From an optimization exercise on the open Yosys and OpenROAD flow, aimed at small area; shortcuts taken in it are not production practice.
The RTL was checked by simulation tests, not by an equivalence proof against the original design.
Power figures rest on the tool's default switching activity, not on a simulated workload.

===== design/flow/config.mk =====
export PLATFORM = sky130hd
export DESIGN_NAME = eth_prbs_top
export DESIGN_NICKNAME = eth_prbs_top
export VERILOG_FILES = /design/flow/design.v
export SDC_FILE = /design/flow/constraint.sdc
export NUM_CORES = 4
export LEC_CHECK = 0
export CAP_MARGIN = 20
export CELL_PAD_IN_SITES_DETAIL_PLACEMENT = 1
export CELL_PAD_IN_SITES_GLOBAL_PLACEMENT = 1
export CORE_MARGIN = 2
export CORE_UTILIZATION = 45
export SLEW_MARGIN = 20

===== design/flow/constraint.sdc =====
create_clock -name core_clock -period 9.0 [get_ports {clock}]
set_input_delay 1.8000 -clock core_clock [delete_from_list [all_inputs] [get_ports {clock}]]
set_output_delay 1.8000 -clock core_clock [all_outputs]
set_load 0.01 [all_outputs]

===== design/flow/design.v =====
package frame_pkg;
	localparam int beat_bytes = 5;
	localparam int beat_bits = beat_bytes * 8;
	localparam int header_bytes = 14;
	localparam int payload_bytes = 80;
	localparam int frame_bytes = header_bytes + payload_bytes;
	localparam int frame_beats = (frame_bytes + beat_bytes - 1) / beat_bytes;
	typedef logic [beat_bits-1:0] beat_t;
	typedef logic [beat_bytes-1:0] keep_t;
	typedef logic [47:0] mac_t;
	typedef logic [15:0] ether_type_t;
endpackage
`timescale 1ns/1ps
module tx_payload_table (
	input logic [4:0] beat,
	output logic [39:0] data
);
	localparam logic [31:0] col_0 = 32'hfffffdff;
	localparam logic [31:0] col_1 = 32'hffffdfff;
	localparam logic [31:0] col_2 = 32'hccccffff;
	localparam logic [31:0] col_3 = 32'hfffffdff;
	localparam logic [31:0] col_4 = 32'hffffcfff;
	localparam logic [31:0] col_5 = 32'hccccffdf;
	localparam logic [31:0] col_6 = 32'hfffffdff;
	localparam logic [31:0] col_7 = 32'hffffcfff;
	localparam logic [31:0] col_8 = 32'heeee7fff;
	localparam logic [31:0] col_9 = 32'hfffffeff;
	localparam logic [31:0] col_10 = 32'hffffefff;
	localparam logic [31:0] col_11 = 32'heeee7fff;
	localparam logic [31:0] col_12 = 32'h3333feff;
	localparam logic [31:0] col_13 = 32'hffffe7ff;
	localparam logic [31:0] col_14 = 32'heeee7fef;
	localparam logic [31:0] col_15 = 32'h3333feff;
	localparam logic [31:0] col_16 = 32'hfffff7ff;
	localparam logic [31:0] col_17 = 32'hffff3fff;
	localparam logic [31:0] col_18 = 32'h3333ff7f;
	localparam logic [31:0] col_19 = 32'hfffff7ff;
	localparam logic [31:0] col_20 = 32'hffff3fff;
	localparam logic [31:0] col_21 = 32'h1111ff7f;
	localparam logic [31:0] col_22 = 32'hfffff3ff;
	localparam logic [31:0] col_23 = 32'hffff3ff0;
	localparam logic [31:0] col_24 = 32'h1111ffff;
	localparam logic [31:0] col_25 = 32'hfffffbff;
	localparam logic [31:0] col_26 = 32'hffff9fff;
	localparam logic [31:0] col_27 = 32'h1111ffbf;
	localparam logic [31:0] col_28 = 32'hfffffbff;
	localparam logic [31:0] col_29 = 32'hffff9fff;
	localparam logic [31:0] col_30 = 32'h0000ffbf;
	localparam logic [31:0] col_31 = 32'hfffff9ff;
	localparam logic [31:0] col_32 = 32'h3333dfff;
	localparam logic [31:0] col_33 = 32'h0000ffff;
	localparam logic [31:0] col_34 = 32'h3333fdff;
	localparam logic [31:0] col_35 = 32'h3333cfff;
	localparam logic [31:0] col_36 = 32'h0000ffdf;
	localparam logic [31:0] col_37 = 32'h3333fdff;
	localparam logic [31:0] col_38 = 32'h3333cfff;
	localparam logic [31:0] col_39 = 32'h00007fdf;
	assign data[0] = col_0[beat];
	assign data[1] = col_1[beat];
	assign data[2] = col_2[beat];
	assign data[3] = col_3[beat];
	assign data[4] = col_4[beat];
	assign data[5] = col_5[beat];
	assign data[6] = col_6[beat];
	assign data[7] = col_7[beat];
	assign data[8] = col_8[beat];
	assign data[9] = col_9[beat];
	assign data[10] = col_10[beat];
	assign data[11] = col_11[beat];
	assign data[12] = col_12[beat];
	assign data[13] = col_13[beat];
	assign data[14] = col_14[beat];
	assign data[15] = col_15[beat];
	assign data[16] = col_16[beat];
	assign data[17] = col_17[beat];
	assign data[18] = col_18[beat];
	assign data[19] = col_19[beat];
	assign data[20] = col_20[beat];
	assign data[21] = col_21[beat];
	assign data[22] = col_22[beat];
	assign data[23] = col_23[beat];
	assign data[24] = col_24[beat];
	assign data[25] = col_25[beat];
	assign data[26] = col_26[beat];
	assign data[27] = col_27[beat];
	assign data[28] = col_28[beat];
	assign data[29] = col_29[beat];
	assign data[30] = col_30[beat];
	assign data[31] = col_31[beat];
	assign data[32] = col_32[beat];
	assign data[33] = col_33[beat];
	assign data[34] = col_34[beat];
	assign data[35] = col_35[beat];
	assign data[36] = col_36[beat];
	assign data[37] = col_37[beat];
	assign data[38] = col_38[beat];
	assign data[39] = col_39[beat];
endmodule
module rx_payload_table_0 (
	input logic [4:0] beat,
	input logic next,
	output logic [7:0] data
);
	localparam logic [63:0] col_0 = 64'hfffffefffffffdff;
	localparam logic [63:0] col_1 = 64'hffffefffffffdfff;
	localparam logic [63:0] col_2 = 64'haaaa7fffccccffff;
	localparam logic [63:0] col_3 = 64'hfffffefffffffdff;
	localparam logic [63:0] col_4 = 64'hffffe7ffffffcfff;
	localparam logic [63:0] col_5 = 64'haaaa7fefccccffdf;
	localparam logic [63:0] col_6 = 64'hfffffefffffffdff;
	localparam logic [63:0] col_7 = 64'hffffe7ffffffcfff;
	assign data[0] = col_0[{next, beat}];
	assign data[1] = col_1[{next, beat}];
	assign data[2] = col_2[{next, beat}];
	assign data[3] = col_3[{next, beat}];
	assign data[4] = col_4[{next, beat}];
	assign data[5] = col_5[{next, beat}];
	assign data[6] = col_6[{next, beat}];
	assign data[7] = col_7[{next, beat}];
endmodule
module rx_payload_table_1 (
	input logic [4:0] beat,
	input logic next,
	output logic [7:0] data
);
	localparam logic [63:0] col_0 = 64'hffff3fffeeee7fff;
	localparam logic [63:0] col_1 = 64'hffffff7ffffffeff;
	localparam logic [63:0] col_2 = 64'hfffff7ffffffefff;
	localparam logic [63:0] col_3 = 64'hffff3fffeeee7fff;
	localparam logic [63:0] col_4 = 64'h5555ff7f3333feff;
	localparam logic [63:0] col_5 = 64'hfffff3ffffffe7ff;
	localparam logic [63:0] col_6 = 64'hffff3ff5eeee7fef;
	localparam logic [63:0] col_7 = 64'h5555ff7f3333feff;
	assign data[0] = col_0[{next, beat}];
	assign data[1] = col_1[{next, beat}];
	assign data[2] = col_2[{next, beat}];
	assign data[3] = col_3[{next, beat}];
	assign data[4] = col_4[{next, beat}];
	assign data[5] = col_5[{next, beat}];
	assign data[6] = col_6[{next, beat}];
	assign data[7] = col_7[{next, beat}];
endmodule
module rx_payload_table_2 (
	input logic [4:0] beat,
	input logic next,
	output logic [7:0] data
);
	localparam logic [63:0] col_0 = 64'hfffffbfffffff7ff;
	localparam logic [63:0] col_1 = 64'hffff9fffffff3fff;
	localparam logic [63:0] col_2 = 64'h5555ffbf3333ff7f;
	localparam logic [63:0] col_3 = 64'hfffffbfffffff7ff;
	localparam logic [63:0] col_4 = 64'hffff9fffffff3fff;
	localparam logic [63:0] col_5 = 64'h0000ffbf1111ff7f;
	localparam logic [63:0] col_6 = 64'hfffff9fffffff3ff;
	localparam logic [63:0] col_7 = 64'hffff9ffaffff3ff0;
	assign data[0] = col_0[{next, beat}];
	assign data[1] = col_1[{next, beat}];
	assign data[2] = col_2[{next, beat}];
	assign data[3] = col_3[{next, beat}];
	assign data[4] = col_4[{next, beat}];
	assign data[5] = col_5[{next, beat}];
	assign data[6] = col_6[{next, beat}];
	assign data[7] = col_7[{next, beat}];
endmodule
module rx_payload_table_3 (
	input logic [4:0] beat,
	input logic next,
	output logic [7:0] data
);
	localparam logic [63:0] col_0 = 64'h0000ffff1111ffff;
	localparam logic [63:0] col_1 = 64'hfffffdfffffffbff;
	localparam logic [63:0] col_2 = 64'hffffcfffffff9fff;
	localparam logic [63:0] col_3 = 64'h0000ffdf1111ffbf;
	localparam logic [63:0] col_4 = 64'hfffffdfffffffbff;
	localparam logic [63:0] col_5 = 64'hffffcfffffff9fff;
	localparam logic [63:0] col_6 = 64'h00007fdf0000ffbf;
	localparam logic [63:0] col_7 = 64'hfffffcfffffff9ff;
	assign data[0] = col_0[{next, beat}];
	assign data[1] = col_1[{next, beat}];
	assign data[2] = col_2[{next, beat}];
	assign data[3] = col_3[{next, beat}];
	assign data[4] = col_4[{next, beat}];
	assign data[5] = col_5[{next, beat}];
	assign data[6] = col_6[{next, beat}];
	assign data[7] = col_7[{next, beat}];
endmodule
module rx_payload_table_4 (
	input logic [4:0] beat,
	input logic next,
	output logic [7:0] data
);
	localparam logic [63:0] col_0 = 64'hffffdfffffffdfff;
	localparam logic [63:0] col_1 = 64'h0000ffff0000ffff;
	localparam logic [63:0] col_2 = 64'hfffffdfffffffdff;
	localparam logic [63:0] col_3 = 64'hffffcfffffffcfff;
	localparam logic [63:0] col_4 = 64'h0000ffdf0000ffdf;
	localparam logic [63:0] col_5 = 64'hfffffdfffffffdff;
	localparam logic [63:0] col_6 = 64'hffffcfffffffcfff;
	localparam logic [63:0] col_7 = 64'h00007fdf00007fdf;
	assign data[0] = col_0[{next, beat}];
	assign data[1] = col_1[{next, beat}];
	assign data[2] = col_2[{next, beat}];
	assign data[3] = col_3[{next, beat}];
	assign data[4] = col_4[{next, beat}];
	assign data[5] = col_5[{next, beat}];
	assign data[6] = col_6[{next, beat}];
	assign data[7] = col_7[{next, beat}];
endmodule
`timescale 1ns/1ps
module frame_packer (
	input logic clock,
	input logic reset,
	input logic start,
	input frame_pkg::mac_t dest_mac,
	input frame_pkg::mac_t src_mac,
	input frame_pkg::ether_type_t ether_type,
	output logic tvalid,
	input logic tready,
	output frame_pkg::beat_t tdata,
	output frame_pkg::keep_t tkeep,
	output logic tlast,
	output logic busy
);
	logic [4:0] beat;
	logic [111:0] hdr_q;
	logic [39:0] pay_data;
	tx_payload_table pay_rom (
		.beat(beat),
		.data(pay_data)
	);
	always_ff @(posedge clock) begin
		if (reset)
			tvalid <= 1'b0;
		else if (!tvalid)
			tvalid <= start;
		else if (tready && beat == 5'd18)
			tvalid <= 1'b0;
		if (!tvalid)
			beat <= '0;
		else if (tready)
			beat <= beat + 5'd1;
		if (!tvalid)
			hdr_q <= {dest_mac, src_mac, ether_type};
	end
	assign busy = tvalid;
	always_comb begin
		tdata = pay_data;
		for (int k = 0; k < 5; k++) begin
			case (beat)
				5'd0: tdata[8*k +: 8] = hdr_q[111 - 8*k -: 8];
				5'd1: tdata[8*k +: 8] = hdr_q[71 - 8*k -: 8];
				5'd2: if (k < 4) tdata[8*k +: 8] = hdr_q[31 - 8*k -: 8];
				default: ;
			endcase
		end
	end
	assign tlast = beat == 5'd18;
	assign tkeep = {!tlast, 4'b1111};
endmodule
`timescale 1ns/1ps
module header_capture (
	input logic clock,
	input logic reset,
	input logic rx_valid,
	input frame_pkg::beat_t rx_data,
	input frame_pkg::keep_t rx_keep,
	input logic rx_last,
	output frame_pkg::mac_t dest_mac,
	output frame_pkg::mac_t src_mac,
	output frame_pkg::ether_type_t ether_type,
	output logic header_valid,
	output logic [39:0] slot_data,
	output logic [4:0] slot_pay,
	output logic [4:0] grp,
	output logic [4:0] slot_next,
	output logic frame_end,
	output logic frame_len_ok
);
	logic [4:0] mod_oh;
	logic [4:0] ptr [0:5];
	logic [4:0] slot_v;
	logic [7:0] hdr_work [0:12];
	logic [7:0] hdr_next [0:12];
	logic [12:0] hdr_we;
	logic hdr_done;
	logic grp_is0, grp_is1, grp_is2, grp_ge2, grp_ge3;
	always_comb begin
		ptr[0] = mod_oh;
		for (int i = 0; i < 5; i++)
			ptr[i+1] = rx_keep[i] ? {ptr[i][3:0], ptr[i][4]} : ptr[i];
		slot_data = '0;
		slot_v = '0;
		for (int k = 0; k < 5; k++) begin
			for (int i = 0; i < 5; i++) begin
				slot_data[8*k +: 8] = slot_data[8*k +: 8]
					| ({8{rx_keep[i] && ptr[i][k]}} & rx_data[8*i +: 8]);
				slot_v[k] = slot_v[k] | (rx_keep[i] && ptr[i][k]);
			end
		end
		for (int k = 0; k < 5; k++)
			slot_next[k] = |(mod_oh >> (k + 1));
	end
	assign grp_is0 = grp == 5'd0;
	assign grp_is1 = grp == 5'd1;
	assign grp_is2 = grp == 5'd2;
	assign grp_ge2 = grp >= 5'd2;
	assign grp_ge3 = grp >= 5'd3;
	for (genvar k = 0; k < 5; k++) begin : g_slot
		assign slot_pay[k] = rx_valid && slot_v[k] && (slot_next[k] ? grp_ge2 : grp_ge3 || k == 4 && grp_is2);
	end
	for (genvar j = 0; j < 13; j++) begin : g_hdr
		if (j < 5)
			assign hdr_we[j] = rx_valid && slot_v[j] && !slot_next[j] && grp_is0;
		else if (j < 10)
			assign hdr_we[j] = rx_valid && slot_v[j - 5] && (slot_next[j - 5] ? grp_is0 : grp_is1);
		else
			assign hdr_we[j] = rx_valid && slot_v[j - 10] && (slot_next[j - 10] ? grp_is1 : grp_is2);
		assign hdr_next[j] = hdr_we[j] ? slot_data[8*(j % 5) +: 8] : hdr_work[j];
	end
	assign hdr_done = rx_valid && slot_v[3] && (slot_next[3] ? grp_is1 : grp_is2);
	assign frame_len_ok = grp == 5'd18 && mod_oh[4];
	always_ff @(posedge clock) begin
		if (reset) begin
			grp <= '0;
			mod_oh <= 5'b00001;
			header_valid <= 1'b0;
			frame_end <= 1'b0;
		end else begin
			header_valid <= hdr_done;
			frame_end <= rx_valid && rx_last;
			if (frame_end) begin
				grp <= '0;
				mod_oh <= 5'b00001;
			end else if (rx_valid) begin
				grp <= grp + 5'(slot_v[4]);
				mod_oh <= ptr[5];
			end
		end
	end
	always_ff @(posedge clock) begin
		for (int j = 0; j < 13; j++)
			hdr_work[j] <= hdr_next[j];
		if (hdr_done) begin
			for (int j = 0; j < 6; j++) begin
				dest_mac[47 - 8*j -: 8] <= hdr_next[j];
				src_mac[47 - 8*j -: 8] <= hdr_next[6 + j];
			end
			ether_type <= {hdr_next[12], slot_data[31:24]};
		end
	end
endmodule
`timescale 1ns/1ps
module payload_checker (
	input logic clock,
	input logic reset,
	input logic [39:0] slot_data,
	input logic [4:0] slot_pay,
	input logic [4:0] grp,
	input logic [4:0] slot_next,
	input logic frame_end,
	input logic frame_len_ok,
	output logic frame_done,
	output logic frame_error,
	output logic [15:0] error_count
);
	logic [39:0] expect_data;
	logic [4:0] bad;
	logic [2:0] n_bad;
	logic [2:0] n_bad_q;
	logic any_bad;
	logic [16:0] err_sum;
	for (genvar k = 0; k < 5; k++) begin : g_slot
		if (k == 0) begin : g_rom
			rx_payload_table_0 pay_rom (.beat(grp), .next(slot_next[k]), .data(expect_data[8*k +: 8]));
		end else if (k == 1) begin : g_rom
			rx_payload_table_1 pay_rom (.beat(grp), .next(slot_next[k]), .data(expect_data[8*k +: 8]));
		end else if (k == 2) begin : g_rom
			rx_payload_table_2 pay_rom (.beat(grp), .next(slot_next[k]), .data(expect_data[8*k +: 8]));
		end else if (k == 3) begin : g_rom
			rx_payload_table_3 pay_rom (.beat(grp), .next(slot_next[k]), .data(expect_data[8*k +: 8]));
		end else begin : g_rom
			rx_payload_table_4 pay_rom (.beat(grp), .next(slot_next[k]), .data(expect_data[8*k +: 8]));
		end
		assign bad[k] = slot_pay[k] && slot_data[8*k +: 8] != expect_data[8*k +: 8];
	end
	assign n_bad = 3'(bad[0]) + 3'(bad[1]) + 3'(bad[2]) + 3'(bad[3]) + 3'(bad[4]);
	assign err_sum = {1'b0, error_count} + {14'b0, n_bad_q};
	always_ff @(posedge clock) begin
		if (reset) begin
			n_bad_q <= '0;
			any_bad <= 1'b0;
			frame_done <= 1'b0;
			frame_error <= 1'b0;
			error_count <= '0;
		end else begin
			n_bad_q <= n_bad;
			error_count <= err_sum[16] ? 16'hffff : err_sum[15:0];
			frame_done <= frame_end;
			if (frame_end) begin
				frame_error <= any_bad || !frame_len_ok;
				any_bad <= 1'b0;
			end else if (bad != '0) begin
				any_bad <= 1'b1;
			end
		end
	end
endmodule
`timescale 1ns/1ps
module eth_prbs_top (
	input logic clock,
	input logic reset,
	input logic start,
	input frame_pkg::mac_t dest_mac,
	input frame_pkg::mac_t src_mac,
	input frame_pkg::ether_type_t ether_type,
	output logic tvalid,
	input logic tready,
	output frame_pkg::beat_t tdata,
	output frame_pkg::keep_t tkeep,
	output logic tlast,
	output logic busy,
	input logic rx_valid,
	input frame_pkg::beat_t rx_data,
	input frame_pkg::keep_t rx_keep,
	input logic rx_last,
	output frame_pkg::mac_t rx_dest_mac,
	output frame_pkg::mac_t rx_src_mac,
	output frame_pkg::ether_type_t rx_ether_type,
	output logic header_valid,
	output logic frame_done,
	output logic frame_error,
	output logic [15:0] error_count
);
	logic [39:0] slot_data;
	logic [4:0] slot_pay;
	logic [4:0] grp;
	logic [4:0] slot_next;
	logic frame_end;
	logic frame_len_ok;
	frame_packer packer (
		.clock(clock),
		.reset(reset),
		.start(start),
		.dest_mac(dest_mac),
		.src_mac(src_mac),
		.ether_type(ether_type),
		.tvalid(tvalid),
		.tready(tready),
		.tdata(tdata),
		.tkeep(tkeep),
		.tlast(tlast),
		.busy(busy)
	);
	header_capture capture (
		.clock(clock),
		.reset(reset),
		.rx_valid(rx_valid),
		.rx_data(rx_data),
		.rx_keep(rx_keep),
		.rx_last(rx_last),
		.dest_mac(rx_dest_mac),
		.src_mac(rx_src_mac),
		.ether_type(rx_ether_type),
		.header_valid(header_valid),
		.slot_data(slot_data),
		.slot_pay(slot_pay),
		.grp(grp),
		.slot_next(slot_next),
		.frame_end(frame_end),
		.frame_len_ok(frame_len_ok)
	);
	payload_checker payload_check (
		.clock(clock),
		.reset(reset),
		.slot_data(slot_data),
		.slot_pay(slot_pay),
		.grp(grp),
		.slot_next(slot_next),
		.frame_end(frame_end),
		.frame_len_ok(frame_len_ok),
		.frame_done(frame_done),
		.frame_error(frame_error),
		.error_count(error_count)
	);
endmodule

===== design/flow/flow/run.sh =====
#!/bin/bash
# Standard layout with three changes:
#  - synthesis maps logic with an area-oriented ABC script (flow/area.abc) instead of ORFS's
#    speed script; everything else in the synthesis is the standard script, so the
#    registers are the same;
#  - port buffers use the smallest buffer cell;
#  - the clock tree uses smaller buffers and no dummy loads.
set -euo pipefail
W=$PWD
# ORFS's synth.tcl with the ABC script swapped after the preamble sets it
sed "s|^source \$::env(SCRIPTS_DIR)/synth_preamble.tcl\$|&\nset abc_args [lreplace \$abc_args 1 1 $W/flow/area.abc]|" \
  "$FLOW_HOME/scripts/synth.tcl" > "$W/synth_orfs_area.tcl"
grep -q "area.abc" "$W/synth_orfs_area.tcl"
# The standard flow's synthesis wrapper, sourcing that copy
sed "s|\$::env(SCRIPTS_DIR)/synth.tcl|$W/synth_orfs_area.tcl|" "$W/synth_recipe.tcl" > "$W/synth_area.tcl"
grep -q "synth_orfs_area.tcl" "$W/synth_area.tcl"
bash standard.sh \
  SYNTH_SCRIPT="$W/synth_area.tcl" \
  BUFFER_PORTS_ARGS="-buffer_cell sky130_fd_sc_hd__buf_1" \
  CTS_ARGS="-sink_clustering_enable -repair_clock_nets -dont_use_dummy_load -buf_list {sky130_fd_sc_hd__clkbuf_4 sky130_fd_sc_hd__clkbuf_8} -sink_clustering_buffer sky130_fd_sc_hd__clkbuf_4 -sink_clustering_size 10 -sink_clustering_max_diameter 35" \
  finish > standard_make.log 2>&1

===== design/flow/flow/area.abc =====
strash
dc2
dch -f
map -a
amap
topo

===== design/flow/standard.sh =====
#!/bin/bash
# synth_recipe.tcl (not shown) runs the flow's synth.tcl, then flattens the netlist and writes it again
# the make line also repeats each setting of config.mk as NAME=value (left out here)
make -C /OpenROAD-flow-scripts/flow DESIGN_CONFIG=/design/flow/config.mk WORK_HOME=/design/flow/orfs CLKGATE_MAP_FILE= SYNTH_SCRIPT=/design/flow/synth_recipe.tcl "${@:-finish}"

==> results of run 1 <==
final cells by class:
type                       instances  area, um^2
clock buffer                      60         482
fill                            3603       15200
inverter                         103         389
tap                              442         553
multi-input combinational        739        4650
timing repair buffer             355        1430
sequential                       368        9610
critical path, cell delays in order:
cell and delay, ps:
buf_1 100, clkinv_1 280, nor2_1 600, a21oi_1 120
nor2_1 570, nor2_1 140, nor2_1 560, nor2_1 190
nor2_1 220, nor2_1 100, nor2_1 190, clkinv_1 240
o221ai_1 550, nor2_1 90, a21oi_1 140, nor4_1 80
nor3_1 470, ha_1 360, fa_1 490, ha_1 220
fa_1 420, nor2b_1 140
cells in the mapped netlist, types with 2 or more instances:
cell type	instances
a221oi_1	3
edfxtp_1	224
a22o_1	54
o21ai_0	99
o31ai_1	4
o311a_1	2
ha_1	17
nor2b_1	8
and3_1	3
dfxtp_1	144
a222oi_1	72
o21a_1	10
or4_1	8
nor2_1	142
a31oi_1	21
nand2_1	65
a31o_1	2
or2_0	3
nor4_1	11
nand4_1	4
nor3b_1	3
o22a_1	5
o221ai_1	32
nor3_1	31
a22oi_1	13
nand2b_1	13
clkinv_1	103
fa_1	3
buf_4	5
or3_1	4
nand3_1	4
a311oi_1	5
o22ai_1	12
xor2_1	2
a21oi_1	64
a221o_1	5
logic make-up (layout without fill, tap and decap cells):
kind of cell    count (synthesis)  after routing
fa+ha+maj                      20             20
simple gates                  300            300
buf+inv                       108            518
xor+xnor                        3              3
flops                         368            368
other cells                     1              4
compound gates                412            412
power groups by stage:
stage | Clock, W | Combinational (W) | Sequential [W]
after global routing | 0.000952 | 0.000790 | 0.00223
after detailed placement | 0 | 0.000715 | 0.00224
after global placement | 0 | 0.000693 | 0.00223
final | 0.000865 | 0.000719 | 0.00221
after CTS | 0.000896 | 0.000719 | 0.00221
after floorplan | 0 | 0.000421 | 0.00223
how the worst max path moves through the flow:
stage | startpoint | to | slack, ps | cells after the start
final | rx_keep[0] | payload_check.n_bad_q[1] | 1440 | 22
after global routing | rx_keep[0] | payload_check.n_bad_q[1] | 1050 | 22
after CTS | rx_keep[0] | payload_check.n_bad_q[1] | 1650 | 22
after detailed placement | rx_keep[0] | payload_check.n_bad_q[1] | 950 | 22
after global placement | rx_keep[0] | payload_check.n_bad_q[1] | 1220 | 22
after floorplan | rx_keep[0] | capture.dest_mac[0] | 1330 | 12
per-stage QoR:
| step | std cells | hold WS (ps) | total power [W] | utilization | setup slack [ps] |
|---|---|---|---|---|---|
| finish | 2067 | 470 | 0.00379 | 0.530 | 1440 |
| global route | 2067 | 483 | 0.00397 | 0.530 | 1050 |
| CTS | 2067 | 469 | 0.00382 | 0.530 | 1650 |
| detailed placement | 2007 | 449 | 0.00296 | 0.515 | 951 |
| global placement | 2007 | 441 | 0.00292 | 0.515 | 1220 |
| floorplan | 1215 | 427 | 0.00265 | - | 1330 |
metal layers:
layer	GRT usage	wire length [um]
met5	0	0
met2	0.478	24200
met4	0.112	1770
met1	0.361	20000
met3	0.0834	4960
flip-flops by register name, summed over array words and instances, names as in the netlist:
signal,count
capture.mod_oh,5
capture.frame_end,1
payload_check.n_bad_q,3
payload_check.any_bad,1
capture.grp,5
capture.src_mac,48
payload_check.frame_done,1
capture.dest_mac,48
packer.tvalid,1
packer.beat,5
packer.hdr_q,112
capture.header_valid,1
payload_check.frame_error,1
payload_check.error_count,16
capture.ether_type,16
capture.hdr_work,104
==> results by group, run 1 <==
Final layout
  • Most frequent cells in the layout: buf_1 (337), edfxtp_1 (224), dfxtp_1 (144)
  • Ratio of cells with drive above 1 in the final layout: 0.0517
  • Commonest non-fill, non-tap cell in the layout: buf_1
  • Nets: 1810
  • Syn-to-layout area delta: 16.8%
  • Antenna diode count: 0
  • Final cell area excluding filler cells: between 15000 and 20000 um^2

CTS
  • Worst-Skew Late Latency: 630 ps
  • CTS HTree Levels: 2
  • Clock Pin Slew Worst Setup and Hold Paths: 100 ps
  • Post-CTS Setup Inserts: 0
  • Cts bufs inserted: 60
  • Max Root-Sink Buffers: 3
  • Post-cts sizing count: 0
  • CTS Hold Bufs: 0
  • Root Driver: clkbuf_8
  • Sink Count: 368
  • CTS tree: done

Run status
  • Status: timing/DRC/antenna clean

STA
  • Worst Max-Slew Pin Slew: 1040 ps
  • RSZ-0062 raised after global routing: no
  • Pins Over Slew Limit: 0
  • Total negative slack: 0 ps
  • Final hold vios: 0
  • Max_slew headroom: 0.304
  • Clock Skew: 73.4 ps
  • Tmin final: 7560 ps
  • Final count of negative-setup-slack endpoints: 0
  • Fin crit share: 0.840
  • Fmax: 132 MHz

Power
  • Pwr/cell area: 222 nW/um^2
  • Gate power share: 0.190
  • Max IR drop VDD: 0.000173 V
  • Share of power burned in the clock network: 0.228
  • Sequential power share: 0.582
  • Switching Fraction: 0.290
  • P_int: ~0.0027 W
  • Pleak: 5.78 nW
  • Switch Pwr: ~0.0011 W

Synthesis
  • Cell Area, Synth: roughly 15000 um^2
  • Cell variety after synth: 48
  • Largest family of logic cells by synthesized area: compound AO/OA/AOI/OAI gates
  • Main synth FF type: edfxtp_1
  • Seq/Total Area, Yosys: 0.656
  • Ys async rst share: 0
  • Simple-Gate Fraction of Synth Area: 0.0909
  • Post-synthesis cell count: 1212
  • Synth Area in Compound Gates: 0.203
  • Adder-Cell Fraction of Synth Area: 0.0186
  • Post-synth top area share: 0.459
  • Synth area leader: edfxtp_1
  • Synth Warn #: 6
  • Synth Area per Inst: 12.1 um^2
  • Synth Area in XOR/XNOR: 0.00179
  • Number of synthesized flops with an enable pin: 224
  • Mux cell area share after synthesis: 0
  • Number of synthesized register bits: ~370
  • Top cells by area, synth: edfxtp_1 (46%), dfxtp_1 (20%), a222oi_1 (4.9%)

Worst setup path
  • Crit-path max FO: 10
  • Worst reg2reg path startpoint: capture.mod_oh[4]
  • Critical Path Sink Type: flop
  • CP Launch Type: primary input
  • Worst Path Arrival: 8080 ps
  • FF-to-FF path depth: 19
  • RR Endpoint: payload_check.n_bad_q[1]
  • Req. time, crit path: 9510 ps
  • R2r setup slk: 1920 ps
  • CP Class: in2reg

Hold path
  • Hold path start: capture.hdr_work[12][4]
  • Hold Path End: capture.hdr_work[12][4]
  • Hold WC Path Type: reg2reg
  • Hold Path Stages: 2

Floorplan
  • Die boundary height: 184 um
  • Starting density of the core: 0.454
  • Die ar.: roughly 34000 um^2
  • Die X: 184 um
  • Area of the core: ~32000 um^2
  • Num rows: 66
  • Num ports: between 300 and 400

Drt
  • Final ANT Viol Nets: 0
  • Via/cell ratio: 5.96
  • DRT Pass-1 Iters: 10
  • Wire per inst: 24.7 um
  • Via count: 12321
  • Number of remaining DRC errors: 0
  • Post-Route WL: 51000 um
  • DRT iter0 DRCs: 1410

Place
  • Routability cong.: 0.924
  • PortBufs: around 340
  • Post-detail-place hpwl: around 38000 um
  • Dpl cell area: 16600 um^2

Global route
  • GRT Total Usage: 0.290
  • GR Overflow Total: 0
  • Initial antenna violation count: 0
  • Largest net degree at the start of global routing: 71
  • First-pass GRT wire length: 73500 um
  • Number of global-route vias before repair: approximately 12000

Flow run
  • Max_cap viols: 0
==> run 2, diff against run 1 <==
--- a/design/flow/config.mk
+++ b/design/flow/config.mk
@@ -11,3 +11,4 @@
 export CORE_MARGIN = 2
-export CORE_UTILIZATION = 45
+export CORE_UTILIZATION = 50
+export PLACE_DENSITY = 0.72
 export SLEW_MARGIN = 20
==> results by group, run 2 <==
Run status
  • Status: timing/DRC/antenna clean (unchanged)

STA
  • Pins Over Slew Limit: 0 (unchanged)
  • Fin crit share: 0.853 (was 0.840)
  • Max_slew headroom: 0.279 (was 0.304)
  • Worst Max-Slew Pin Slew: 1080 ps (was 1040 ps)
  • Total negative slack: 0 ps (unchanged)
  • RSZ-0062 raised after global routing: no (unchanged)
  • Setup WS post-layout: 1320 ps (was 1440 ps)
  • Fmax: 130 MHz (was 132 MHz)
  • Clock Skew: 85.3 ps (was 73.4 ps)
  • Tmin final: 7680 ps (was 7560 ps)
  • Final hold vios: 0 (unchanged)
  • Final count of negative-setup-slack endpoints: 0 (unchanged)

CTS
  • Post-cts sizing count: 0 (unchanged)
  • Max Root-Sink Buffers: 3 (unchanged)
  • Cts bufs inserted: 53 (was 60)
  • Clock Pin Slew Worst Setup and Hold Paths: 100 ps (about the same)
  • Root Driver: clkbuf_8 (unchanged)
  • CTS Hold Bufs: 0 (unchanged)
  • CTS tree: done (unchanged)
  • Post-CTS Setup Inserts: 0 (unchanged)
  • Worst-Skew Late Latency: 590 ps (was 630 ps)
  • Sink Count: 368 (unchanged)
  • CTS HTree Levels: 2 (unchanged)

Synthesis
  • Cell variety after synth: 48 (unchanged)
  • Count leader, synth: edfxtp_1 (unchanged)
  • Seq/Total Area, Yosys: 0.656 (unchanged)
  • Post-synth top area share: 0.459 (unchanged)
  • Synth area leader: edfxtp_1 (unchanged)
  • Synth Area per Inst: 12.1 um^2 (unchanged)
  • Post-synthesis cell count: 1212 (unchanged)
  • Number of synthesized flops with an enable pin: 224 (unchanged)
  • Top cells by count, synth: edfxtp_1 (224), dfxtp_1 (144), nor2_1 (142) (unchanged)
  • Cell Area, Synth: 14600 um^2 (unchanged)
  • Main synth FF type: edfxtp_1 (unchanged)
  • Top cells by area, synth: edfxtp_1 (46%), dfxtp_1 (20%), a222oi_1 (4.9%) (unchanged)
  • Number of synthesized register bits: 368 (unchanged)
  • Ys async rst share: 0 (unchanged)
  • Synth Warn #: 6 (unchanged)

Power
  • Pleak: 5.75 nW (was 5.78 nW)
  • Share of power burned in the clock network: 0.217 (was 0.228)
  • Gate power share: 0.199 (was 0.190)
  • Switch Pwr: 0.00113 W (was 0.00110 W)
  • Max IR drop VDD: 0.000149 V (was 0.000173 V)
  • Pwr/cell area: 224 nW/um^2 (was 222 nW/um^2)
  • Sequential power share: 0.585 (was 0.582)
  • P_int: 0.00266 W (was 0.00269 W)
  • Switching Fraction: 0.298 (was 0.290)

Final layout
  • Most frequent cells in the layout: buf_1 (337), edfxtp_1 (224), dfxtp_1 (144) (unchanged)
  • Register Area: 9610 um^2 (unchanged)
  • Nets: 1805 (was 1810)
  • Final cell area excluding filler cells: 17000 um^2 (was 17100 um^2)
  • Max reg flops: 112 (unchanged)
  • Top reg by flops: packer.hdr_q (unchanged)
  • Antenna diode count: 0 (unchanged)
  • Multi-input gate area: 4640 um^2 (was 4650 um^2)
  • Commonest non-fill, non-tap cell in the layout: buf_1 (unchanged)
  • Ratio of cells with drive above 1 in the final layout: 0.0481 (was 0.0517)
  • Syn-to-layout area delta: 15.8% (was 16.8%)
  • # fillers: 3191 (was 3603)
  • Biggest regs: packer.hdr_q: 112 flops, capture.hdr_work: 104 flops (unchanged)

Drt
  • Number of remaining DRC errors: 0 (unchanged)
  • Final ANT Viol Nets: 0 (unchanged)
  • Via count: 12782 (was 12321)
  • Wire per inst: 27.3 um (was 24.7 um)
  • DRT Pass-1 Iters: 8 (was 10)
  • Via/cell ratio: 6.38 (was 5.96)
  • DRT iter0 DRCs: 1713 (was 1410)
  • Post-Route WL: 54700 um (was 51000 um)

Worst setup path
  • Crit-path max FO: 10 (unchanged)
  • Critical Path Sink Type: flop (unchanged)
  • CP Class: in2reg (unchanged)
  • Critical Path Most Common Cell: nor2_1 (unchanged)
  • Critical path buffers and inverters: 3 (unchanged)
  • CP Launch Type: primary input (unchanged)
  • R2r setup slk: 2190 ps (was 1920 ps)
  • Req. time, crit path: 9520 ps (was 9510 ps)
  • Top cell family by delay on the critical path: simple AND/OR/NAND/NOR gates (unchanged)
  • Worst Path Arrival: 8200 ps (was 8080 ps)
  • Slowest CP cell: nor2_1 (unchanged)
  • Critical Path, Cell by Cell: buf_1 -> clkinv_1 -> nor2_1 -> a21oi_1 -> nor2_1 -> nor2_1 -> nor2_1 -> nor2_1 -> nor2_1 -> nor2_1 -> nor2_1 -> clkinv_1 -> o221ai_1 -> nor4_1 -> o221ai_1 -> nor4_1 -> nor3_1 -> ha_1 -> fa_1 -> ha_1 -> fa_1 -> nor2b_1 (was buf_1 -> clkinv_1 -> nor2_1 -> a21oi_1 -> nor2_1 -> nor2_1 -> nor2_1 -> nor2_1 -> nor2_1 -> nor2_1 -> nor2_1 -> clkinv_1 -> o221ai_1 -> nor2_1 -> a21oi_1 -> nor4_1 -> nor3_1 -> ha_1 -> fa_1 -> ha_1 -> fa_1 -> nor2b_1)
  • Worst path max stage delay: 610 ps (was 600 ps)

Global route
  • Number of global-route vias before repair: 13361 (was 12384)
  • Initial antenna violation count: 0 (unchanged)
  • GRT Total Usage: 0.348 (was 0.290)
  • Largest net degree at the start of global routing: 68 (was 71)
  • GR Overflow Total: 0 (unchanged)
  • First-pass GRT wire length: 80800 um (was 73500 um)

Floorplan
  • Area of the core: 28800 um^2 (was 32300 um^2)
  • Num rows: 62 (was 66)
  • Starting density of the core: 0.509 (was 0.454)
  • Die X: 175 um (was 184 um)
  • Die boundary height: 175 um (was 184 um)
  • Die ar.: 30700 um^2 (was 34000 um^2)
  • Num ports: 342 (unchanged)

Place
  • Dpl cell area: 16500 um^2 (was 16600 um^2)
  • Routability cong.: 0.995 (was 0.924)
  • Setup slack at placement: 879 ps (was 951 ps)
  • PortBufs: 337 (unchanged)
  • Post-detail-place hpwl: 40600 um (was 37800 um)

Flow run
  • Max_cap viols: 0 (unchanged)

Hold path
  • Hold WC Path Type: reg2reg (unchanged)
==> run 2: cell counts after synthesis <==
Identical to the previous run, type by type.
==> run 2: final cells by class <==
cell class / instances / share of cell area
Inverter: 103 / 0.0229
Timing Repair Buffer: 357 / 0.0834
Multi-Input combinational cell: 739 / 0.274
Clock buffer: 53 / 0.0253
Tap cell: 384 / 0.0283
Sequential cell: 368 / 0.566
==> run 2: worst register-to-register path, cell delays in order, from the launching register on <==
cell and delay [ps]:
dfxtp_1 490, clkinv_1 260, nor2_1 570, a21oi_1 160, nor2_1 550, nor2_1 140
nor2_1 560, nor2_1 170, nor2_1 280, nor2_1 120, nor2_1 190, clkinv_1 240
o221ai_1 480, nor4_1 110, o221ai_1 220, nor4_1 80, nor3_1 470, ha_1 360
fa_1 480, ha_1 220, fa_1 480, nor2b_1 140
==> run 2: path summary, 6_finish.rpt <==
kind                          startpoint                       end  cells after the start
setup reg to reg       capture.mod_oh[1]  payload_check.n_bad_q[1]                     21
setup / recovery              rx_keep[0]  payload_check.n_bad_q[1]                     22
hold / removal    capture.hdr_work[3][4]    capture.hdr_work[3][4]                      2
hold reg to reg   capture.hdr_work[3][4]    capture.hdr_work[3][4]                      2
==> run 2: layer usage <==
metal,share of wire,GRT usage,vias up
li1,-,-,5587
met1,0.38,0.430,6273
met2,0.50,0.594,746
met3,0.081,0.0685,176
met4,0.042,0.154,0
met5,0,0,-
==> run 2: power groups by stage <==
stage	clock network, W	logic [W]	registers [W]
after floorplan	0	0.000421	0.00223
after global placement	0	0.000696	0.00223
after detailed placement	0	0.000738	0.00225
after CTS	0.000837	0.000746	0.00221
after global routing	0.000899	0.000816	0.00224
final	0.000822	0.000754	0.00222
==> run 2: kinds of logic after synthesis <==
group / synth area share
compound gates: 0.203
flops: 0.656
simple gates: 0.0909
buf+inv: 0.0290
fa+ha+maj: 0.0186
xor+xnor: 0.00179
other cells: 0.000256
==> run 2: through the flow <==
step / util / hold slack, ps / total power (W) / cells
floorplan: - / 427 / 0.00265 / 1215
global placement: 0.575 / 437 / 0.00292 / 1951
detailed placement: 0.575 / 451 / 0.00298 / 1951
CTS: 0.589 / 477 / 0.00380 / 2004
global route: 0.589 / 493 / 0.00395 / 2004
finish: 0.589 / 477 / 0.00379 / 2004
==> run 3, diff against run 2 <==
==> design/flow/flow/area.abc (replaced) <==
strash
dc2
dch -f
map -a
amap
strash
dch -f
map -a
amap
topo
==> results by group, run 3 <==
Run status
  • Status: timing/DRC/antenna clean (unchanged)

Hold path
  • Hold path start: capture.hdr_work[6][0] (was capture.hdr_work[3][4])
  • Hold WC Path Type: reg2reg (unchanged)
  • Hold Path Stages: 2 (unchanged)
  • Hold Path End: capture.hdr_work[6][0] (was capture.hdr_work[3][4])

Drt
  • Wire per inst: 24.9 um (was 27.3 um)
  • Final ANT Viol Nets: 0 (unchanged)
  • Via/cell ratio: 6.21 (was 6.38)
  • DRT Pass-1 Iters: 12 (was 8)
  • Number of remaining DRC errors: 0 (unchanged)
  • Post-Route WL: 50300 um (was 54700 um)
  • DRT iter0 DRCs: 1720 (was 1713)
  • Via count: 12554 (was 12782)

Synthesis
  • Synth area leader: edfxtp_1 (unchanged)
  • Number of synthesized flops with an enable pin: 224 (unchanged)
  • Post-synthesis cell count: 1232 (was 1212)
  • Post-synth top area share: 0.459 (about the same)
  • Ys async rst share: 0 (unchanged)
  • Synth Warn #: 6 (unchanged)
  • Cell variety after synth: 45 (was 48)
  • Cell Area, Synth: 14700 um^2 (was 14600 um^2)
  • Seq/Total Area, Yosys: 0.656 (about the same)
  • Synth Area per Inst: 11.9 um^2 (was 12.1 um^2)
  • Top cells by count, synth: edfxtp_1 (224), nor2_1 (153), dfxtp_1 (144) (was edfxtp_1 (224), dfxtp_1 (144), nor2_1 (142))
  • Main synth FF type: edfxtp_1 (unchanged)
  • Number of synthesized register bits: 368 (unchanged)
  • Top cells by area, synth: edfxtp_1 (46%), dfxtp_1 (20%), a222oi_1 (4.8%) (was edfxtp_1 (46%), dfxtp_1 (20%), a222oi_1 (4.9%))
  • Count leader, synth: edfxtp_1 (unchanged)

Floorplan
  • Die boundary height: 175 um (about the same)
  • Num rows: 62 (unchanged)
  • Starting density of the core: 0.509 (about the same)
  • Area of the core: 28800 um^2 (unchanged)
  • Num ports: 342 (unchanged)
  • Die ar.: 30700 um^2 (about the same)
  • Die X: 175 um (about the same)

Final layout
  • Top reg by flops: packer.hdr_q (unchanged)
  • Max reg flops: 112 (unchanged)
  • Final cell area excluding filler cells: 16900 um^2 (was 17000 um^2)
  • Syn-to-layout area delta: 15.6% (was 15.8%)
  • # fillers: 3208 (was 3191)
  • Ratio of cells with drive above 1 in the final layout: 0.0446 (was 0.0481)
  • Nets: 1820 (was 1805)
  • Commonest non-fill, non-tap cell in the layout: buf_1 (unchanged)
  • Most frequent cells in the layout: buf_1 (337), edfxtp_1 (224), nor2_1 (149) (was buf_1 (337), edfxtp_1 (224), dfxtp_1 (144))
  • Layout Cells excl Fill: 2021 (was 2004)
  • Biggest regs: packer.hdr_q: 112 flops, capture.hdr_work: 104 flops (unchanged)

Worst setup path
  • RR Endpoint: payload_check.n_bad_q[1] (unchanged)
  • Worst reg2reg path startpoint: capture.mod_oh[4] (was capture.mod_oh[1])
  • Crit-path max FO: 10 (unchanged)
  • Critical Path Sink Type: flop (unchanged)
  • CP Launch Type: primary input (unchanged)
  • R2r setup slk: 2240 ps (was 2190 ps)
  • FF-to-FF path depth: 21 (unchanged)
  • CP Class: in2reg (unchanged)
  • Worst Path Arrival: 8050 ps (was 8200 ps)
  • Req. time, crit path: 9430 ps (was 9520 ps)

Global route
  • GR Overflow Total: 0 (unchanged)
  • GRT Total Usage: 0.318 (was 0.348)
  • Largest net degree at the start of global routing: 85 (was 68)
  • Number of global-route vias before repair: 12990 (was 13361)
  • First-pass GRT wire length: 75100 um (was 80800 um)
  • Initial antenna violation count: 0 (unchanged)

Power
  • Max IR drop VDD: 0.000137 V (was 0.000149 V)
  • Pleak: 5.69 nW (was 5.75 nW)
  • Pwr/cell area: 222 nW/um^2 (was 224 nW/um^2)
  • Power after layout: 0.00375 W (was 0.00379 W)

Place
  • PortBufs: 337 (unchanged)
  • Dpl cell area: 16500 um^2 (about the same)
  • Post-detail-place hpwl: 37800 um (was 40600 um)
  • DP Cell Count: 1966 (was 1951)
  • Routability cong.: 0.966 (was 0.995)

CTS
  • CTS Hold Bufs: 0 (unchanged)
  • Clock Pin Slew Worst Setup and Hold Paths: 90 ps (was 100 ps)
  • CTS tree: done (unchanged)
  • Sink Count: 368 (unchanged)
  • CTS HTree Levels: 2 (unchanged)
  • Post-CTS Setup Inserts: 0 (unchanged)
  • Max Root-Sink Buffers: 3 (unchanged)
  • Worst-Skew Late Latency: 590 ps (about the same)
  • Post-cts sizing count: 0 (unchanged)
  • Root Driver: clkbuf_8 (unchanged)
  • Cts bufs inserted: 53 (unchanged)

STA
  • Total negative slack: 0 ps (unchanged)
  • Clock Skew: 105 ps (was 85.3 ps)
  • Final count of negative-setup-slack endpoints: 0 (unchanged)
  • Fmax: 131 MHz (was 130 MHz)
  • Pins Over Slew Limit: 0 (unchanged)
  • Max_slew headroom: 0.276 (was 0.279)
  • Tmin final: 7610 ps (was 7680 ps)
  • Worst Max-Slew Pin Slew: 1090 ps (was 1080 ps)
  • Final hold vios: 0 (unchanged)
  • Fin crit share: 0.846 (was 0.853)
  • RSZ-0062 raised after global routing: no (unchanged)

Flow run
  • Max_cap viols: 0 (unchanged)
## run 3: cell types whose count changed after synthesis, moves of 4 or more
cell and change:
a21oi_1 -6, a22o_1 -9, nand2_1 +18, nand3_1 +5, nor2_1 +11, nor3_1 -8, nor4_1 -4, o21ai_0 +13
## run 3: how the worst max path moves through the flow
stage	from	endpoint	slack, ps
after detailed placement	rx_keep[0]	payload_check.n_bad_q[1]	1010
after global routing	rx_keep[0]	payload_check.n_bad_q[1]	860
after global placement	rx_keep[0]	payload_check.n_bad_q[1]	1170
after CTS	rx_keep[0]	payload_check.n_bad_q[1]	1580
final	rx_keep[0]	payload_check.n_bad_q[1]	1390
after floorplan	rx_keep[0]	capture.dest_mac[0]	1440
## run 3: report_power, final
part	switching, W	internal [W]
sequential	0.0000896	0.00213
clock	0.000509	0.000297
combinational	0.000492	0.000240
## run 3: critical path, cell delays in order
cell	delay, ps
buf_1	90
clkinv_1	260
nor2b_1	590
a21oi_1	130
nor2_1	540
nor2_1	170
nor2_1	520
a21oi_1	130
nor2_1	300
clkinv_1	270
o21ai_0	220
a21oi_1	140
nor2_1	140
a21oi_1	70
or4_1	550
nor4_1	340
nor3_1	120
ha_1	370
fa_1	500
ha_1	230
fa_1	430
nor2b_1	140
## run 3: routing by layer
layer  global-route usage  share of wire
met1                0.399           0.39
met4                0.125          0.039
met2                0.531           0.48
met3               0.0779          0.090
met5                    0              0
## run 3: cell type report
type                    instances  area, um^2  share of cell area
flip-flops and latches        368        9610               0.567
multi-input cells             756        4640               0.274
repair buffers                352        1380              0.0813
well taps                     384         480              0.0284
clock buffers                  53         429              0.0253
inverters                     106         400              0.0236
diodes                          2        5.00            0.000295
## run 3: through the flow
stage	setup WS (ps)	hold slack (ps)	util
2_1_floorplan	1440	427	-
3_3_place_gp	1170	439	0.573
3_5_place_dp	1010	451	0.573
4_1_cts	1580	477	0.588
5_1_grt	857	500	0.588
6_report	1390	474	0.589
## run 3: logic make-up (layout without fill, tap and decap cells)
logic type      count (synthesis)  in the layout  share of synthesized area
flops                         368            368                      0.656
xor+xnor                        1              1                   0.000598
buf+inv                       111            511                     0.0297
compound gates                413            413                      0.202
other cells                     1              6                   0.000256
fa+ha+maj                      20             20                     0.0186
simple gates                  318            318                     0.0936
==> run 4, diff against run 3 <==
--- a/design/flow/config.mk
+++ b/design/flow/config.mk
@@ -7,3 +7,3 @@
 export LEC_CHECK = 0
-export CAP_MARGIN = 20
+export CAP_MARGIN = 10
 export CELL_PAD_IN_SITES_DETAIL_PLACEMENT = 1
@@ -13,2 +13,2 @@
 export PLACE_DENSITY = 0.72
-export SLEW_MARGIN = 20
+export SLEW_MARGIN = 10
==> results by group, run 4 <==
Floorplan
  • Die X: 175 um (unchanged)
  • Num ports: 342 (unchanged)
  • Area of the core: 28800 um^2 (unchanged)
  • Num rows: 62 (unchanged)
  • Die ar.: 30700 um^2 (unchanged)
  • Die boundary height: 175 um (unchanged)
  • Starting density of the core: 0.509 (unchanged)

STA
  • Clock Skew: 105 ps (unchanged)
  • Fin crit share: 0.846 (unchanged)
  • Final hold vios: 0 (unchanged)
  • Pins Over Slew Limit: 0 (unchanged)
  • RSZ-0062 raised after global routing: no (unchanged)
  • Hold_ws: 474 ps (unchanged)
  • Final count of negative-setup-slack endpoints: 0 (unchanged)
  • Fmax: 131 MHz (unchanged)
  • Total negative slack: 0 ps (unchanged)
  • Tmin final: 7610 ps (unchanged)
  • Worst Max-Slew Pin Slew: 1090 ps (unchanged)
  • Max_slew headroom: 0.276 (unchanged)

Drt
  • Post-Route WL: 50300 um (unchanged)
  • DRT iter0 DRCs: 1720 (unchanged)
  • DRT Pass-1 Iters: 12 (unchanged)
  • Number of remaining DRC errors: 0 (unchanged)
  • Wire per inst: 24.9 um (unchanged)
  • Via/cell ratio: 6.21 (unchanged)
  • Via count: 12554 (unchanged)
  • Final ANT Viol Nets: 0 (unchanged)

Synthesis
  • Number of synthesized register bits: 368 (unchanged)
  • Main synth FF type: edfxtp_1 (unchanged)
  • Ys async rst share: 0 (unchanged)
  • Cell Area, Synth: 14700 um^2 (unchanged)
  • Count leader, synth: edfxtp_1 (unchanged)
  • Number of synthesized flops with an enable pin: 224 (unchanged)
  • Top cells by area, synth: edfxtp_1 (46%), dfxtp_1 (20%), a222oi_1 (4.8%) (unchanged)
  • Top cells by count, synth: edfxtp_1 (224), nor2_1 (153), dfxtp_1 (144) (unchanged)
  • Synth area leader: edfxtp_1 (unchanged)
  • Post-synth top area share: 0.459 (unchanged)
  • Cell variety after synth: 45 (unchanged)
  • Synth Area per Inst: 11.9 um^2 (unchanged)
  • Post-synthesis cell count: 1232 (unchanged)
  • Seq/Total Area, Yosys: 0.656 (unchanged)
  • Synth Warn #: 6 (unchanged)

Worst setup path
  • CP Class: in2reg (unchanged)
  • CP Launch Type: primary input (unchanged)
  • Worst Path Arrival: 8050 ps (about the same)
  • Req. time, crit path: 9430 ps (about the same)
  • Critical Path Sink Type: flop (unchanged)
  • Crit-path max FO: 10 (unchanged)

Final layout
  • Syn-to-layout area delta: 15.6% (unchanged)
  • Multi-input gate area: 4640 um^2 (unchanged)
  • Biggest regs: packer.hdr_q: 112 flops, capture.hdr_work: 104 flops (unchanged)
  • Max reg flops: 112 (unchanged)
  • Final cell area excluding filler cells: 16900 um^2 (unchanged)
  • Nets: 1820 (unchanged)
  • Final core utilization: 0.589 (unchanged)
  • Commonest non-fill, non-tap cell in the layout: buf_1 (unchanged)
  • Register Area: 9610 um^2 (unchanged)
  • Ratio of cells with drive above 1 in the final layout: 0.0446 (unchanged)
  • # fillers: 3208 (unchanged)
  • Most frequent cells in the layout: buf_1 (337), edfxtp_1 (224), nor2_1 (149) (unchanged)
  • Top reg by flops: packer.hdr_q (unchanged)

CTS
  • Sink Count: 368 (unchanged)
  • Cts bufs inserted: 53 (unchanged)
  • Max Root-Sink Buffers: 3 (unchanged)
  • Post-CTS Setup Inserts: 0 (unchanged)
  • CTS tree: done (unchanged)
  • Root Driver: clkbuf_8 (unchanged)
  • Clock Pin Slew Worst Setup and Hold Paths: 90 ps (about the same)
  • CTS HTree Levels: 2 (unchanged)
  • Post-cts sizing count: 0 (unchanged)
  • CTS Hold Bufs: 0 (unchanged)
  • Worst-Skew Late Latency: 590 ps (about the same)

Global route
  • GRT Total Usage: 0.318 (unchanged)
  • M2 GR Usage: 0.531 (unchanged)
  • Met3 usage: 0.0779 (unchanged)
  • Met1 usage: 0.399 (unchanged)
  • Gr busiest metal: met2 (unchanged)
  • Number of global-route vias before repair: 12990 (unchanged)
  • Largest net degree at the start of global routing: 85 (unchanged)
  • GR Overflow Total: 0 (unchanged)
  • Initial antenna violation count: 0 (unchanged)
  • First-pass GRT wire length: 75100 um (unchanged)

Flow run
  • Max_cap viols: 0 (unchanged)

Power
  • Max IR drop VDD: 0.000137 V (unchanged)
  • Pleak: 5.69 nW (unchanged)
  • Pwr/cell area: 222 nW/um^2 (unchanged)
  • Power after layout: 0.00375 W (unchanged)

Place
  • Dpl cell area: 16500 um^2 (unchanged)
  • Post-detail-place hpwl: 37800 um (unchanged)
  • Routability cong.: 0.966 (unchanged)
  • PortBufs: 337 (unchanged)

Run status
  • Status: timing/DRC/antenna clean (unchanged)

Hold path
  • Hold WC Path Type: reg2reg (unchanged)
[run 4: logic make-up after synthesis]
| group | after synthesis | share of synthesized area |
|---|---|---|
| flops | 368 | 0.656 |
| xor+xnor | 1 | 0.000598 |
| buf+inv | 111 | 0.0297 |
| simple gates | 318 | 0.0936 |
| fa+ha+maj | 20 | 0.0186 |
| compound gates | 413 | 0.202 |
| other cells | 1 | 0.000256 |
[run 4: where the power goes]
| part | internal [W] | switching, W | total (W) |
|---|---|---|---|
| sequential | 0.00213 | 0.0000896 | 0.00222 |
| clock | 0.000297 | 0.000509 | 0.000806 |
| combinational | 0.000240 | 0.000492 | 0.000732 |
[run 4: path summary, 6_finish.rpt]
path                          start                       end  slack (ps)  depth (start not counted)
max                      rx_keep[0]  payload_check.n_bad_q[1]        1390                         22
min          capture.hdr_work[6][0]    capture.hdr_work[6][0]         470                          2
max reg2reg       capture.mod_oh[4]  payload_check.n_bad_q[1]        2240                         21
min reg2reg  capture.hdr_work[6][0]    capture.hdr_work[6][0]         470                          2
[run 4: cell type report]
| type | instances | area share |
|---|---|---|
| antenna | 2 | 0.000295 |
| multi-input combinational | 756 | 0.274 |
| tap | 384 | 0.0284 |
| clock buffer | 53 | 0.0253 |
| sequential | 368 | 0.567 |
| timing repair buffer | 352 | 0.0813 |
| inverter | 106 | 0.0236 |
[run 4: routing by layer]
layer | up-vias | wire length, um
met5 | - | 0
met4 | 0 | 1980
met3 | 145 | 4530
met2 | 700 | 24100
met1 | 6108 | 19600
li1 | 5601 | -
[run 4: critical path, stage by stage]
cell and delay, ps:
buf_1 90, clkinv_1 260, nor2b_1 590, a21oi_1 130, nor2_1 540, nor2_1 170
nor2_1 520, a21oi_1 130, nor2_1 300, clkinv_1 270, o21ai_0 220, a21oi_1 140
nor2_1 140, a21oi_1 70, or4_1 550, nor4_1 340, nor3_1 120, ha_1 370
fa_1 500, ha_1 230, fa_1 430, nor2b_1 140
[run 4: through the flow]
stage               cells  setup WS (ps)
floorplan            1235           1440
global placement     1966           1170
detailed placement   1966           1010
CTS                  2019           1580
global route         2019            857
finish               2021           1390
==> run 5, diff against run 4 <==
--- a/design/flow/flow/run.sh
+++ b/design/flow/flow/run.sh
@@ -19,3 +19,3 @@
   BUFFER_PORTS_ARGS="-buffer_cell sky130_fd_sc_hd__buf_1" \
-  CTS_ARGS="-sink_clustering_enable -repair_clock_nets -dont_use_dummy_load -buf_list {sky130_fd_sc_hd__clkbuf_4 sky130_fd_sc_hd__clkbuf_8} -sink_clustering_buffer sky130_fd_sc_hd__clkbuf_4 -sink_clustering_size 10 -sink_clustering_max_diameter 35" \
+  CTS_ARGS="-sink_clustering_enable -repair_clock_nets -dont_use_dummy_load -buf_list {sky130_fd_sc_hd__clkbuf_4 sky130_fd_sc_hd__clkbuf_8} -sink_clustering_buffer sky130_fd_sc_hd__clkbuf_4 -sink_clustering_size 12 -sink_clustering_max_diameter 40" \
   finish > standard_make.log 2>&1
--- a/design/flow/config.mk
+++ b/design/flow/config.mk
@@ -7,3 +7,3 @@
 export LEC_CHECK = 0
-export CAP_MARGIN = 10
+export CAP_MARGIN = 20
 export CELL_PAD_IN_SITES_DETAIL_PLACEMENT = 1
@@ -13,2 +13,2 @@
 export PLACE_DENSITY = 0.72
-export SLEW_MARGIN = 10
+export SLEW_MARGIN = 20
==> results by group, run 5 <==
Run status
  • Status: timing/DRC/antenna clean (unchanged)

CTS
  • Max Root-Sink Buffers: 3 (unchanged)
  • Root Driver: clkbuf_8 (unchanged)
  • Clock Pin Slew Worst Setup and Hold Paths: 80 ps (was 90 ps)
  • Cts bufs inserted: 44 (was 53)
  • CTS Hold Bufs: 0 (unchanged)
  • Post-CTS Setup Inserts: 0 (unchanged)
  • Sink Count: 368 (unchanged)
  • CTS tree: done (unchanged)
  • Worst-Skew Late Latency: 590 ps (about the same)
  • CTS HTree Levels: 2 (unchanged)
  • Post-cts sizing count: 0 (unchanged)

Power
  • Pwr/cell area: 219 nW/um^2 (was 222 nW/um^2)
  • Max IR drop VDD: 0.000138 V (was 0.000137 V)
  • Switch Pwr: 0.00108 W (was 0.00109 W)
  • Share of power burned in the clock network: 0.204 (was 0.215)
  • Pleak: 5.65 nW (was 5.69 nW)
  • P_int: 0.00262 W (was 0.00266 W)
  • Switching Fraction: 0.293 (was 0.291)
  • Gate power share: 0.197 (was 0.195)
  • Sequential power share: 0.598 (was 0.590)

Synthesis
  • Synth Area per Inst: 11.9 um^2 (unchanged)
  • Count leader, synth: edfxtp_1 (unchanged)
  • Adder-Cell Fraction of Synth Area: 0.0186 (unchanged)
  • Synth Area in XOR/XNOR: 0.000598 (unchanged)
  • Synth Area in Compound Gates: 0.202 (unchanged)
  • Top cells by area, synth: edfxtp_1 (46%), dfxtp_1 (20%), a222oi_1 (4.8%) (unchanged)
  • Synth Warn #: 6 (unchanged)
  • Simple-Gate Fraction of Synth Area: 0.0936 (unchanged)
  • Cell variety after synth: 45 (unchanged)
  • Top cells by count, synth: edfxtp_1 (224), nor2_1 (153), dfxtp_1 (144) (unchanged)
  • Cell Area, Synth: 14700 um^2 (unchanged)
  • Post-synthesis cell count: 1232 (unchanged)
  • Largest family of logic cells by synthesized area: compound AO/OA/AOI/OAI gates (unchanged)
  • Synth area leader: edfxtp_1 (unchanged)
  • Main synth FF type: edfxtp_1 (unchanged)
  • Post-synth top area share: 0.459 (unchanged)
  • Seq/Total Area, Yosys: 0.656 (unchanged)
  • Ys async rst share: 0 (unchanged)
  • Mux cell area share after synthesis: 0 (unchanged)
  • Number of synthesized flops with an enable pin: 224 (unchanged)
  • Number of synthesized register bits: 368 (unchanged)

Floorplan
  • Starting density of the core: 0.509 (unchanged)
  • Die X: 175 um (unchanged)
  • Die ar.: 30700 um^2 (unchanged)
  • Die boundary height: 175 um (unchanged)
  • Num ports: 342 (unchanged)
  • Area of the core: 28800 um^2 (unchanged)
  • Num rows: 62 (unchanged)

Drt
  • Via/cell ratio: 6.24 (was 6.21)
  • Via count: 12558 (was 12554)
  • Post-Route WL: 50000 um (was 50300 um)
  • Number of remaining DRC errors: 0 (unchanged)
  • DRT Pass-1 Iters: 11 (was 12)
  • Wire per inst: 24.9 um (about the same)
  • Final ANT Viol Nets: 0 (unchanged)
  • DRT iter0 DRCs: 1647 (was 1720)

Global route
  • GRT Total Usage: 0.317 (was 0.318)
  • First-pass GRT wire length: 74900 um (was 75100 um)
  • Initial antenna violation count: 0 (unchanged)
  • Number of global-route vias before repair: 12869 (was 12990)
  • GR Overflow Total: 0 (unchanged)
  • Largest net degree at the start of global routing: 85 (unchanged)

Worst setup path
  • Crit-path max FO: 10 (unchanged)
  • CP Class: in2reg (unchanged)
  • Req. time, crit path: 9410 ps (was 9430 ps)
  • Worst Setup SP: rx_keep[0] (unchanged)
  • Critical Path Sink Type: flop (unchanged)
  • Worst reg2reg path startpoint: capture.mod_oh[4] (unchanged)
  • CP Launch Type: primary input (unchanged)
  • Worst Path Arrival: 8000 ps (was 8050 ps)

Hold path
  • Hold WC Path Type: reg2reg (unchanged)
  • Hold path start: capture.hdr_work[6][0] (unchanged)

STA
  • Total negative slack: 0 ps (unchanged)
  • Worst Max-Slew Pin Slew: 1070 ps (was 1090 ps)
  • Fmax: 132 MHz (was 131 MHz)
  • Clock Skew: 74.0 ps (was 105 ps)
  • Fin crit share: 0.843 (was 0.846)
  • Max_slew headroom: 0.289 (was 0.276)
  • Tmin final: 7590 ps (was 7610 ps)
  • Pins Over Slew Limit: 0 (unchanged)
  • Final count of negative-setup-slack endpoints: 0 (unchanged)
  • Final hold vios: 0 (unchanged)
  • RSZ-0062 raised after global routing: no (unchanged)

Place
  • PortBufs: 337 (unchanged)
  • Post-detail-place hpwl: 37800 um (unchanged)
  • Routability cong.: 0.966 (unchanged)
  • Dpl cell area: 16500 um^2 (unchanged)

Final layout
  • Max reg flops: 112 (unchanged)
  • Final cell area excluding filler cells: 16900 um^2 (about the same)
  • Commonest non-fill, non-tap cell in the layout: buf_1 (unchanged)
  • Final core utilization: 0.586 (was 0.589)
  • Most frequent cells in the layout: buf_1 (337), edfxtp_1 (224), nor2_1 (149) (unchanged)
  • Syn-to-layout area delta: 15.1% (was 15.6%)
  • Ratio of cells with drive above 1 in the final layout: 0.0394 (was 0.0446)
  • Biggest regs: packer.hdr_q: 112 flops, capture.hdr_work: 104 flops (unchanged)
  • Nets: 1811 (was 1820)
  • Top reg by flops: packer.hdr_q (unchanged)

Flow run
  • Max_cap viols: 0 (unchanged)
run 5: final timing paths:
check	end	slack [ps]	cells past startpoint
worst max-delay path	payload_check.n_bad_q[1]	1410	22
worst min-delay path	capture.hdr_work[6][0]	470	2
worst max register to register	payload_check.n_bad_q[1]	2230	18
worst min register to register	capture.hdr_work[6][0]	470	2
run 5: power by group through the flow:
stage / registers (W) / logic [W] / clock network (W)
detailed placement: 0.00225 / 0.000717 / 0
global route: 0.00224 / 0.000802 / 0.000829
floorplan: 0.00223 / 0.000426 / 0
CTS: 0.00222 / 0.000723 / 0.000773
global placement: 0.00223 / 0.000683 / 0
finish: 0.00221 / 0.000731 / 0.000756
run 5: layout make-up:
class                   count  area (um^2)
fillers                  3204        11900
multi-input cells         756         4640
well taps                 384          480
clock buffers              44          362
repair buffers            352         1380
inverters                 106          400
flip-flops and latches    368         9610
diodes                      2         5.00
run 5: worst max-delay path, stage by stage:
cell and delay (ps):
buf_1 90, clkinv_1 260, nor2b_1 570, a21oi_1 130
nor2_1 550, nor2_1 170, nor2_1 530, a21oi_1 140
nor2_1 290, clkinv_1 260, o21ai_0 220, a21oi_1 130
nor2_1 140, a21oi_1 70, or4_1 550, nor4_1 320
nor3_1 120, ha_1 370, fa_1 500, ha_1 230
fa_1 420, nor2b_1 140
run 5: metrics by stage:
step	worst slack, ps	hold slack (ps)	instances	total power [W]
2_1_floorplan	1440	427	1235	0.00266
3_3_place_gp	1170	439	1966	0.00292
5_1_grt	818	488	2010	0.00387
3_5_place_dp	1010	451	1966	0.00297
6_report	1410	473	2012	0.00370
4_1_cts	1550	472	2010	0.00371
run 5: logic make-up after synthesis:
group / after synthesis
xor gates and xnor gates: 1
other: 1
adders and majority gates: 20
AOI/OAI and AO/OA: 413
buffers and inverters: 111
and+or+nand+nor: 318
DFF: 368
run 5: layer usage:
layer | wire, um | vias to the layer above | track usage
met2 | 24000 | 748 | 0.528
met5 | 0 | - | 0
met4 | 1980 | 0 | 0.124
met1 | 19300 | 6085 | 0.402
met3 | 4800 | 154 | 0.0755
li1 | - | 5571 | -

what the ideal ports hide:
The flow's constraints put no driver on any port. The routed layouts listed below were extracted and timed again, unchanged, in two steps. Step 1 assumes that a clkbuf_16 drives the clock port and a buf_2 every other input. Step 2, shift: input delay + t, output delay - t, t = (earliest + latest rising clock arrival at the registers) / 2. This alone moves slack from input paths to output paths. Slacks: ideal / step 1 / step 2; pairs: ideal / step 1.
run	t, ns	setup WS [ns]	worst slew at a driven data input, ns	pins driven straight from the clock port
run 1	0.639	1.436 / 1.458 / 0.819	0.08	1
run 2	0.594	1.320 / 1.334 / 0.741	0.07	1
run 3	0.585	1.387 / 1.413 / 0.828	0.08	1
run 4	0.585	1.387 / 1.413 / 0.828	0.08	1
run 5	0.599	1.413 / 1.438 / 0.840	0.09	1
After both steps every run listed still meets setup and hold. The setup slack of run 1, which loses most, moves by +0.022 ns with the drivers and by -0.617 ns with both steps.
